Background: an optimization exercise with open tools, aiming at small area. Do not read the settings as production practice. Only simulation tests tie the RTL to the original design; equivalence was not proved. The flow treats the clock pin as an ideal source, which a real chip does not have. Power is estimated from default activity; no workload was simulated.

## cf_checker_top
module cf_checker_top (
   input  logic             clk,
   input  logic             reset_,
   input  logic             cf_enable,
   input  logic [2:1]       commit,
   input  logic [2:1][31:0] slot_instr,
   input  logic [2:1][31:0] slot_pc,
   input  logic [2:1][2:0]  slot_isize,
   input  logic [2:1]       slot_taken,
   input  logic [2:1]       slot_is_dup,
   input  logic [2:1]       slot_received_kill,
   input  logic             dut_branch_taken,
   input  logic             rf_write_en,
   input  logic [4:0]       rf_write_rd,
   input  logic [31:0]      rf_write_data,
   output logic             rf_lock,
   output logic             rf_unlock,
   output logic             check_done,
   output logic             err_cf_dest,
   output logic             err_no_orig,
   output logic             err_link
);
For scale: about 1,100 cells after synthesis, ~16,000 sq um of cells after synthesis.
Settings: LEC_CHECK=0, CAP_MARGIN=20, CORE_MARGIN=2, CORE_UTILIZATION=70, CTS_CLUSTER_DIAMETER=80, CTS_CLUSTER_SIZE=30, SLEW_MARGIN=20; clock period 8.0 ns.
standard.sh (not shown) runs the stock make flow with config.mk's settings and CLKGATE_MAP_FILE= SYNTH_SCRIPT=/design/flow/synth_recipe.tcl, a recipe that flattens the netlist after the stock synthesis.
==> flow/flow/run.sh <==
#!/bin/bash
# Standard ORFS layout; the port buffers use the smallest buffer cell, clock
# tree synthesis adds no dummy loads, and power recovery downsizes cells with
# slack after global routing.
set -euo pipefail
export BUFFER_PORTS_ARGS="-buffer_cell sky130_fd_sc_hd__buf_1"
export CTS_ARGS="-sink_clustering_enable -repair_clock_nets -sink_clustering_size 30 -sink_clustering_max_diameter 80 -dont_use_dummy_load"
export RECOVER_POWER=100
bash standard.sh finish > standard.log 2>&1
The starting point finished but fails on capacitance limit, slew limit.
Edit:
==> flow/flow/run.sh (replaced) <==
#!/bin/bash
# Standard ORFS layout; the port buffers use the smallest buffer cell, clock
# tree synthesis adds no dummy loads.
set -euo pipefail
export BUFFER_PORTS_ARGS="-buffer_cell sky130_fd_sc_hd__buf_1"
export CTS_ARGS="-sink_clustering_enable -repair_clock_nets -sink_clustering_size 30 -sink_clustering_max_diameter 80 -dont_use_dummy_load"
bash standard.sh finish > standard.log 2>&1
What happened: This time the run ran to the end with no violations; hold slack degrades by 0.0033 ns; final cell count stays the same; via count increases slightly; sequential cell count stays the same.

========
delta:
Another version of the RTL of cf_checker_top (not shown whole).
Size in the first run: about 1100 cells after synthesis, roughly 190 I/O pins, ~15000 sq um of cells after synthesis.
Design cf_checker_top, start of the top module:
module cf_checker_top (
   input  logic             clk,
   input  logic             reset_,
   input  logic             cf_enable,
   input  logic [2:1]       commit,
   input  logic [2:1][31:0] slot_instr,
   input  logic [2:1][31:0] slot_pc,
   input  logic [2:1][2:0]  slot_isize,
   input  logic [2:1]       slot_taken,
   input  logic [2:1]       slot_is_dup,
   input  logic [2:1]       slot_received_kill,
   input  logic             dut_branch_taken,
   input  logic             rf_write_en,
   input  logic [4:0]       rf_write_rd,
   input  logic [31:0]      rf_write_data,
   output logic             rf_lock,
   output logic             rf_unlock,
   output logic             check_done,
   output logic             err_cf_dest,
   output logic             err_no_orig,
   output logic             err_link
);
clock: 8.0 ns
lec_check: 0
cap_margin: 20
core_margin: 2
core_utilization: 55
slew_margin: 20
==> flow/flow/run.sh <==
#!/bin/bash
# Standard ORFS layout with these changes:
#  * synthesis is the standard flow's script with an area-oriented ABC mapping script
#    (flow/synth_area.tcl, flow/area.script), and adders are left to ABC as
#    plain gates (no ADDER_MAP_FILE); registers are mapped as usual;
#  * the port buffers use the smallest buffer cell;
#  * clock tree synthesis clusters up to 30 sinks and adds no dummy loads.
set -euo pipefail
export BUFFER_PORTS_ARGS="-buffer_cell sky130_fd_sc_hd__buf_1"
export CTS_ARGS="-sink_clustering_enable -repair_clock_nets -sink_clustering_size 30 -sink_clustering_max_diameter 80 -dont_use_dummy_load"
bash standard.sh SYNTH_SCRIPT="$PWD/flow/synth_area.tcl" ADDER_MAP_FILE= finish > standard.log 2>&1
==> flow/flow/area.script <==
&get -n
&st
&dch -x
&nf -a -R 1000
&put
==> flow/flow/synth_area.tcl <==
# The standard flow's synthesis script (synth_recipe.tcl), with ABC's mapping script replaced by area.script
# (beside this file).
set area_script [file join [file dirname [file normalize [info script]]] area.script]
proc synth {args} { yosys synth -nofsm -noshare {*}$args }
proc abc {args} {
  set i [lsearch -exact $args -script]
  if { $i >= 0 } { lset args [expr { $i + 1 }] $::area_script }
  yosys abc {*}$args
}
source $::env(SCRIPTS_DIR)/synth.tcl
# left out here: clear keep_hierarchy, flatten, clean up, hide names made inside functions, write 1_2_yosys.v
delta closes out successfully: all stages finished, all timing, DRC and antenna checks passed.
The following lists how nickel was set up differently from delta:
- CORE_UTILIZATION now 70, was 55
==> flow/flow/run.sh <==
#!/bin/bash
# Standard ORFS layout with these changes:
#  * synthesis is the standard flow's script with an area-oriented ABC mapping script
#    (flow/synth_area.tcl, flow/area.script); registers are mapped as usual;
#  * the port buffers use the smallest buffer cell;
#  * clock tree synthesis uses clkbuf_8 leaf buffers in clusters of up to 20
#    sinks and adds no dummy loads.
set -euo pipefail
export BUFFER_PORTS_ARGS="-buffer_cell sky130_fd_sc_hd__buf_1"
export CTS_ARGS="-sink_clustering_enable -repair_clock_nets -sink_clustering_size 20 -sink_clustering_max_diameter 60 -buf_list sky130_fd_sc_hd__clkbuf_8 -root_buf sky130_fd_sc_hd__clkbuf_16 -dont_use_dummy_load"
bash standard.sh SYNTH_SCRIPT="$PWD/flow/synth_area.tcl" finish > standard.log 2>&1
Findings:
- nickel | status: complete | timing, DRC, antenna: pass
- Min area of the multi-input gates across nickel and delta: delta
- Summary: with delta as the reference, die area in nickel moved down by more than 10%.
- Diff nickel and delta: leakage power figure lower in delta
- delta has lower number of search-and-repair iterations in the first detailed-routing pass than nickel.
- Die span in x shrinks by more than 10% when moving from delta to nickel.
- nickel vs delta, instance count: nickel lower
The following lists how violet was set up differently from nickel:
==> flow/flow/run.sh <==
#!/bin/bash
# Standard ORFS layout with these changes:
#  * synthesis is the standard flow's script with an area-oriented ABC mapping script
#    (flow/synth_area.tcl, flow/area.script); registers are mapped as usual;
#  * the port buffers use the smallest buffer cell;
#  * clock tree synthesis clusters up to 30 sinks
#    sinks and adds no dummy loads.
set -euo pipefail
export BUFFER_PORTS_ARGS="-buffer_cell sky130_fd_sc_hd__buf_1"
export CTS_ARGS="-sink_clustering_enable -repair_clock_nets -sink_clustering_size 30 -sink_clustering_max_diameter 80 -dont_use_dummy_load"
bash standard.sh SYNTH_SCRIPT="$PWD/flow/synth_area.tcl" finish > standard.log 2>&1
--- outcome ---
On post-route cell area, violet and nickel are basically level.
Taking nickel as the reference, in violet routed wire length held steady; detailed-routed wire length on met3 shows a reduction of about 5%; maximum frequency roughly the same.

========
cf_checker_top again, from the RTL that the note above started with.
Settings: LEC_CHECK=0, CAP_MARGIN=20, CORE_MARGIN=2, CORE_UTILIZATION=70, SLEW_MARGIN=20; clock period 8.0 ns.
==> flow/flow/run.sh <==
#!/bin/bash
# Standard ORFS layout with these changes:
#  * synthesis is the standard flow's script with an area-oriented ABC mapping script
#    (flow/synth_area.tcl, flow/area.script); registers are mapped as usual;
#  * the port buffers use the smallest buffer cell;
#  * clock tree synthesis clusters up to 30
#    sinks and adds no dummy loads.
set -euo pipefail
export BUFFER_PORTS_ARGS="-buffer_cell sky130_fd_sc_hd__buf_1"
export CTS_ARGS="-sink_clustering_enable -repair_clock_nets -sink_clustering_size 30 -sink_clustering_max_diameter 80 -dont_use_dummy_load"
bash standard.sh SYNTH_SCRIPT="$PWD/flow/synth_area.tcl" ADDER_MAP_FILE= finish > standard.log 2>&1
Scripts as last shown in full above: flow/flow/area.script, flow/flow/synth_area.tcl
==> next run, changes <==
--- a/flow/flow/run.sh
+++ b/flow/flow/run.sh
@@ -3,6 +3,6 @@
 #  * synthesis is the standard flow's script with an area-oriented ABC mapping script
-#    (flow/synth_area.tcl, flow/area.script); registers are mapped as usual;
+#    (flow/synth_area.tcl, flow/area.script), and adders are left to ABC as
+#    plain gates (no ADDER_MAP_FILE); registers are mapped as usual;
 #  * the port buffers use the smallest buffer cell;
-#  * clock tree synthesis clusters up to 30
-#    sinks and adds no dummy loads.
+#  * clock tree synthesis clusters up to 30 sinks and adds no dummy loads.
 set -euo pipefail
--- a/flow/config.mk
+++ b/flow/config.mk
@@ -9,3 +9,3 @@
 export CORE_MARGIN = 2
-export CORE_UTILIZATION = 70
+export CORE_UTILIZATION = 80
 export SLEW_MARGIN = 20
Outcome: Fmax goes down by about 2.2%; clock power goes down by about 2%; routed wire length goes up by 9.9%; synthesized cell count does not change; non-clock buffer count goes down by 2; setup slack got worse by 160 ps; clock skew goes down by 14 ps; register-to-register slack got worse by 160 ps; utilization goes up by 10 points; sequential power barely changes.
==> next run, changes <==
--- a/flow/flow/run.sh
+++ b/flow/flow/run.sh
@@ -6,3 +6,5 @@
 #  * the port buffers use the smallest buffer cell;
-#  * clock tree synthesis clusters up to 30 sinks and adds no dummy loads.
+#  * clock tree synthesis clusters up to 30 sinks and adds no dummy loads;
+#  * after clock tree synthesis, cells with slack are downsized
+#    (flow/post_cts.tcl).
 set -euo pipefail
@@ -10,2 +12,3 @@
 export CTS_ARGS="-sink_clustering_enable -repair_clock_nets -sink_clustering_size 30 -sink_clustering_max_diameter 80 -dont_use_dummy_load"
+export POST_CTS_TCL="$PWD/flow/post_cts.tcl"
 bash standard.sh SYNTH_SCRIPT="$PWD/flow/synth_area.tcl" ADDER_MAP_FILE= finish > standard.log 2>&1
==> flow/flow/post_cts.tcl (new file) <==
# Area recovery after clock tree synthesis: downsize cells that have slack,
# then repair any slew or capacitance violation that left, and legalize.
log_cmd estimate_parasitics -placement
log_cmd repair_timing -recover_power 100 -verbose
log_cmd repair_design -verbose -cap_margin 20 -slew_margin 20
log_cmd detailed_placement
check_placement -verbose
--- a/flow/config.mk
+++ b/flow/config.mk
@@ -9,3 +9,3 @@
 export CORE_MARGIN = 2
-export CORE_UTILIZATION = 80
+export CORE_UTILIZATION = 70
 export SLEW_MARGIN = 20
Effect: Power barely changes; setup slack gets better by 130 ps; count of clock-buffer cells in the layout rose by 1; routed wire length fell by 8.0%; global-route usage fell by 6.5 points.
==> next run, changes <==
==> flow/flow/run.sh (replaced) <==
#!/bin/bash
# Standard ORFS layout; the port buffers use the smallest buffer cell, clock
# tree synthesis adds no dummy loads.
set -euo pipefail
export BUFFER_PORTS_ARGS="-buffer_cell sky130_fd_sc_hd__buf_1"
export CTS_ARGS="-sink_clustering_enable -repair_clock_nets -sink_clustering_size 30 -sink_clustering_max_diameter 80 -dont_use_dummy_load"
bash standard.sh finish > standard.log 2>&1
--- a/flow/config.mk
+++ b/flow/config.mk
@@ -10,2 +10,4 @@
 export CORE_UTILIZATION = 70
+export CTS_CLUSTER_DIAMETER = 80
+export CTS_CLUSTER_SIZE = 30
 export SLEW_MARGIN = 20
removed: flow/flow/area.script
removed: flow/flow/post_cts.tcl
removed: flow/flow/synth_area.tcl
Effect: The changed run passed the timing, DRC and antenna checks; maximum frequency increases by a little under a tenth; die area increases by a few percent; clock power increases slightly; via count decreases by roughly a tenth; register-to-register slack gains 480 ps; global-route usage decreases by 1.6 points.
==> next run, changes <==
==> flow/flow/run.sh (replaced) <==
#!/bin/bash
# Standard ORFS layout with these changes:
#  * synthesis is the standard flow's script with an area-oriented ABC mapping script
#    (flow/synth_area.tcl, flow/area.script), and adders are left to ABC as
#    plain gates (no ADDER_MAP_FILE); registers are mapped as usual;
#  * the port buffers use the smallest buffer cell;
#  * clock tree synthesis clusters up to 30 sinks and adds no dummy loads.
set -euo pipefail
export BUFFER_PORTS_ARGS="-buffer_cell sky130_fd_sc_hd__buf_1"
export CTS_ARGS="-sink_clustering_enable -repair_clock_nets -sink_clustering_size 30 -sink_clustering_max_diameter 80 -dont_use_dummy_load"
bash standard.sh SYNTH_SCRIPT="$PWD/flow/synth_area.tcl" ADDER_MAP_FILE= finish > standard.log 2>&1
==> flow/flow/area.script (new file) <==
&get -n
&st
&dch -x
&nf -a -R 1000
&put
==> flow/flow/synth_area.tcl (new file) <==
# The standard flow's synthesis script (synth_recipe.tcl), with ABC's mapping script replaced by area.script
# (beside this file).
set area_script [file join [file dirname [file normalize [info script]]] area.script]
proc synth {args} { yosys synth -nofsm -noshare {*}$args }
proc abc {args} {
  set i [lsearch -exact $args -script]
  if { $i >= 0 } { lset args [expr { $i + 1 }] $::area_script }
  yosys abc {*}$args
}
source $::env(SCRIPTS_DIR)/synth.tcl
# left out here: clear keep_hierarchy, flatten, clean up, hide names made inside functions, write 1_2_yosys.v
--- a/flow/config.mk
+++ b/flow/config.mk
@@ -10,4 +10,2 @@
 export CORE_UTILIZATION = 70
-export CTS_CLUSTER_DIAMETER = 80
-export CTS_CLUSTER_SIZE = 30
 export SLEW_MARGIN = 20
=>
- design area goes down by a few percent
- power goes down slightly
- synthesized area goes down by a few percent
==> next run, changes <==
--- a/flow/config.mk
+++ b/flow/config.mk
@@ -7,5 +7,5 @@
 export LEC_CHECK = 0
-export CAP_MARGIN = 20
+export CAP_MARGIN = 5
 export CORE_MARGIN = 2
 export CORE_UTILIZATION = 70
-export SLEW_MARGIN = 20
+export SLEW_MARGIN = 5
The new run completed without violations.
Worst setup slack stays the same.
Maximum frequency does not change.
Routed wire length stays the same.
Total power stays the same.

========
Setup of north:
cf_checker_top, a different RTL version from the one above (not shown whole).
Size in the first run: roughly 1,200 cells after synthesis, ~350 flip-flops, about 190 I/O pins, about 17,000 sq um of cells after synthesis.
Design cf_checker_top, start of the top module:
module cf_checker_top (
   input  logic             clk,
   input  logic             reset_,
   input  logic             cf_enable,
   input  logic [2:1]       commit,
   input  logic [2:1][31:0] slot_instr,
   input  logic [2:1][31:0] slot_pc,
   input  logic [2:1][2:0]  slot_isize,
   input  logic [2:1]       slot_taken,
   input  logic [2:1]       slot_is_dup,
   input  logic [2:1]       slot_received_kill,
   input  logic             dut_branch_taken,
   input  logic             rf_write_en,
   input  logic [4:0]       rf_write_rd,
   input  logic [31:0]      rf_write_data,
   output logic             rf_lock,
   output logic             rf_unlock,
   output logic             check_done,
   output logic             err_cf_dest,
   output logic             err_no_orig,
   output logic             err_link
);
Settings: LEC_CHECK=0, CAP_MARGIN=20, CORE_MARGIN=2, CORE_UTILIZATION=70, CTS_CLUSTER_DIAMETER=80, CTS_CLUSTER_SIZE=30, SLEW_MARGIN=20; clock period 8.0 ns.
run.sh (not shown) runs the stock make flow with config.mk's settings and CLKGATE_MAP_FILE= SYNTH_SCRIPT=/design/flow/synth_recipe.tcl, a recipe that flattens the netlist after the stock synthesis.
Stock flow here: none of the scripts above is used.
north was carried through to the last stage, and its layout satisfied the timing, DRC and antenna checks.
Relative to north, the following input files were edited for south:
==> flow/flow/run.sh (new file) <==
#!/bin/bash
# Standard ORFS layout; the port buffers use the smallest buffer cell.
set -euo pipefail
export BUFFER_PORTS_ARGS="-buffer_cell sky130_fd_sc_hd__buf_1"
bash standard.sh finish > standard.log 2>&1
==> flow/standard.sh (new file) <==
#!/bin/bash
# synth_recipe.tcl (not shown) runs the flow's synth.tcl, then flattens the netlist and writes it again
# the make line also repeats each setting of config.mk as NAME=value (left out here)
make -C /OpenROAD-flow-scripts/flow DESIGN_CONFIG=/design/flow/config.mk WORK_HOME=/design/flow/orfs CLKGATE_MAP_FILE= SYNTH_SCRIPT=/design/flow/synth_recipe.tcl "${@:-finish}"
removed: flow/run.sh
--- outcome ---
- Sort south and north by post-route fraction of the period consumed by the critical path asc -> top: south
- south against north: post-route minimum period now sits lower; combinational power now sits lower.
Input-level comparison between east and south:
-- flow/config.mk --
<<< south, line 9
export CORE_MARGIN = 2
export CORE_UTILIZATION = 70
export CTS_CLUSTER_DIAMETER = 80
export CTS_CLUSTER_SIZE = 30
export SLEW_MARGIN = 20
>>> east, line 9
export CORE_MARGIN = 2
export CORE_UTILIZATION = 70
export SLEW_MARGIN = 20
### Flow results
Summary of east over south: final area climbed about 3.6%, worst hold slack lower, share of total power in sequential cells fell by 10 points.
Looking only at clock-cell share of area, and setting everything else aside, the lower value of south and east goes to south.
Higher worst-case setup margin in the final layout among south and east: south
south consumes less power than east.

[separate check: timing with driven ports]
The flow's constraints put no driver on any port. The routed layouts listed below were extracted and timed again, unchanged, in two steps. Step 1 (the two cells are an assumption about what drives the block):
set clk [get_ports {clk}]
set_driving_cell -lib_cell sky130_fd_sc_hd__clkbuf_16 $clk
set_driving_cell -lib_cell sky130_fd_sc_hd__buf_2 [delete_from_list [all_inputs] $clk]
Step 2 also shifts input and output timing later by t, the mid clock arrival at the registers, as if the neighbouring blocks saw the same clock. Three values: no drivers, after step 1, after step 2; two values: the first two.
run | shift t [ns] | slack for setup (ns) | worst setup path at the end | worst slew at a driven data input, ns | cell pins on the clock port's net
the first run of note 1 | 0.538 | 1.341 / 1.359 / 0.822 | input to register | 0.09 | 1
the second run of note 1 | 0.536 | 1.963 / 1.963 / 1.963 | register to register | 0.09 | 1
delta | 0.546 | 1.072 / 1.072 / 1.072 | register to register | 0.07 | 1
nickel | 0.532 | 0.897 / 0.924 / 0.392 | input to register | 0.06 | 1
violet | 0.532 | 0.884 / 0.909 / 0.378 | input to register | 0.06 | 1
the first run of note 3 | 0.536 | 0.878 / 0.878 / 0.878 | register to register | 0.08 | 1
the second run of note 3 | 0.542 | 0.717 / 0.717 / 0.717 | register to register | 0.08 | 1
the third run of note 3 | 0.537 | 0.844 / 0.844 / 0.844 | register to register | 0.07 | 1
the fourth run of note 3 | 0.541 | 1.323 / 1.323 / 1.323 | register to register | 0.09 | 1
the fifth run of note 3 | 0.536 | 0.878 / 0.878 / 0.878 | register to register | 0.08 | 1
the sixth run of note 3 | 0.536 | 0.878 / 0.878 / 0.878 | register to register | 0.08 | 1
north | 0.556 | 2.774 / 2.788 / 2.232 | input to register | 0.06 | 1
south | 0.559 | 3.192 / 3.213 / 2.654 | input to register | 0.06 | 1
east | 0.568 | 3.184 / 3.202 / 2.634 | input to register | 0.06 | 1
The setup slack of east, which loses most, moves by +0.018 ns with the drivers and by -0.550 ns with both steps.
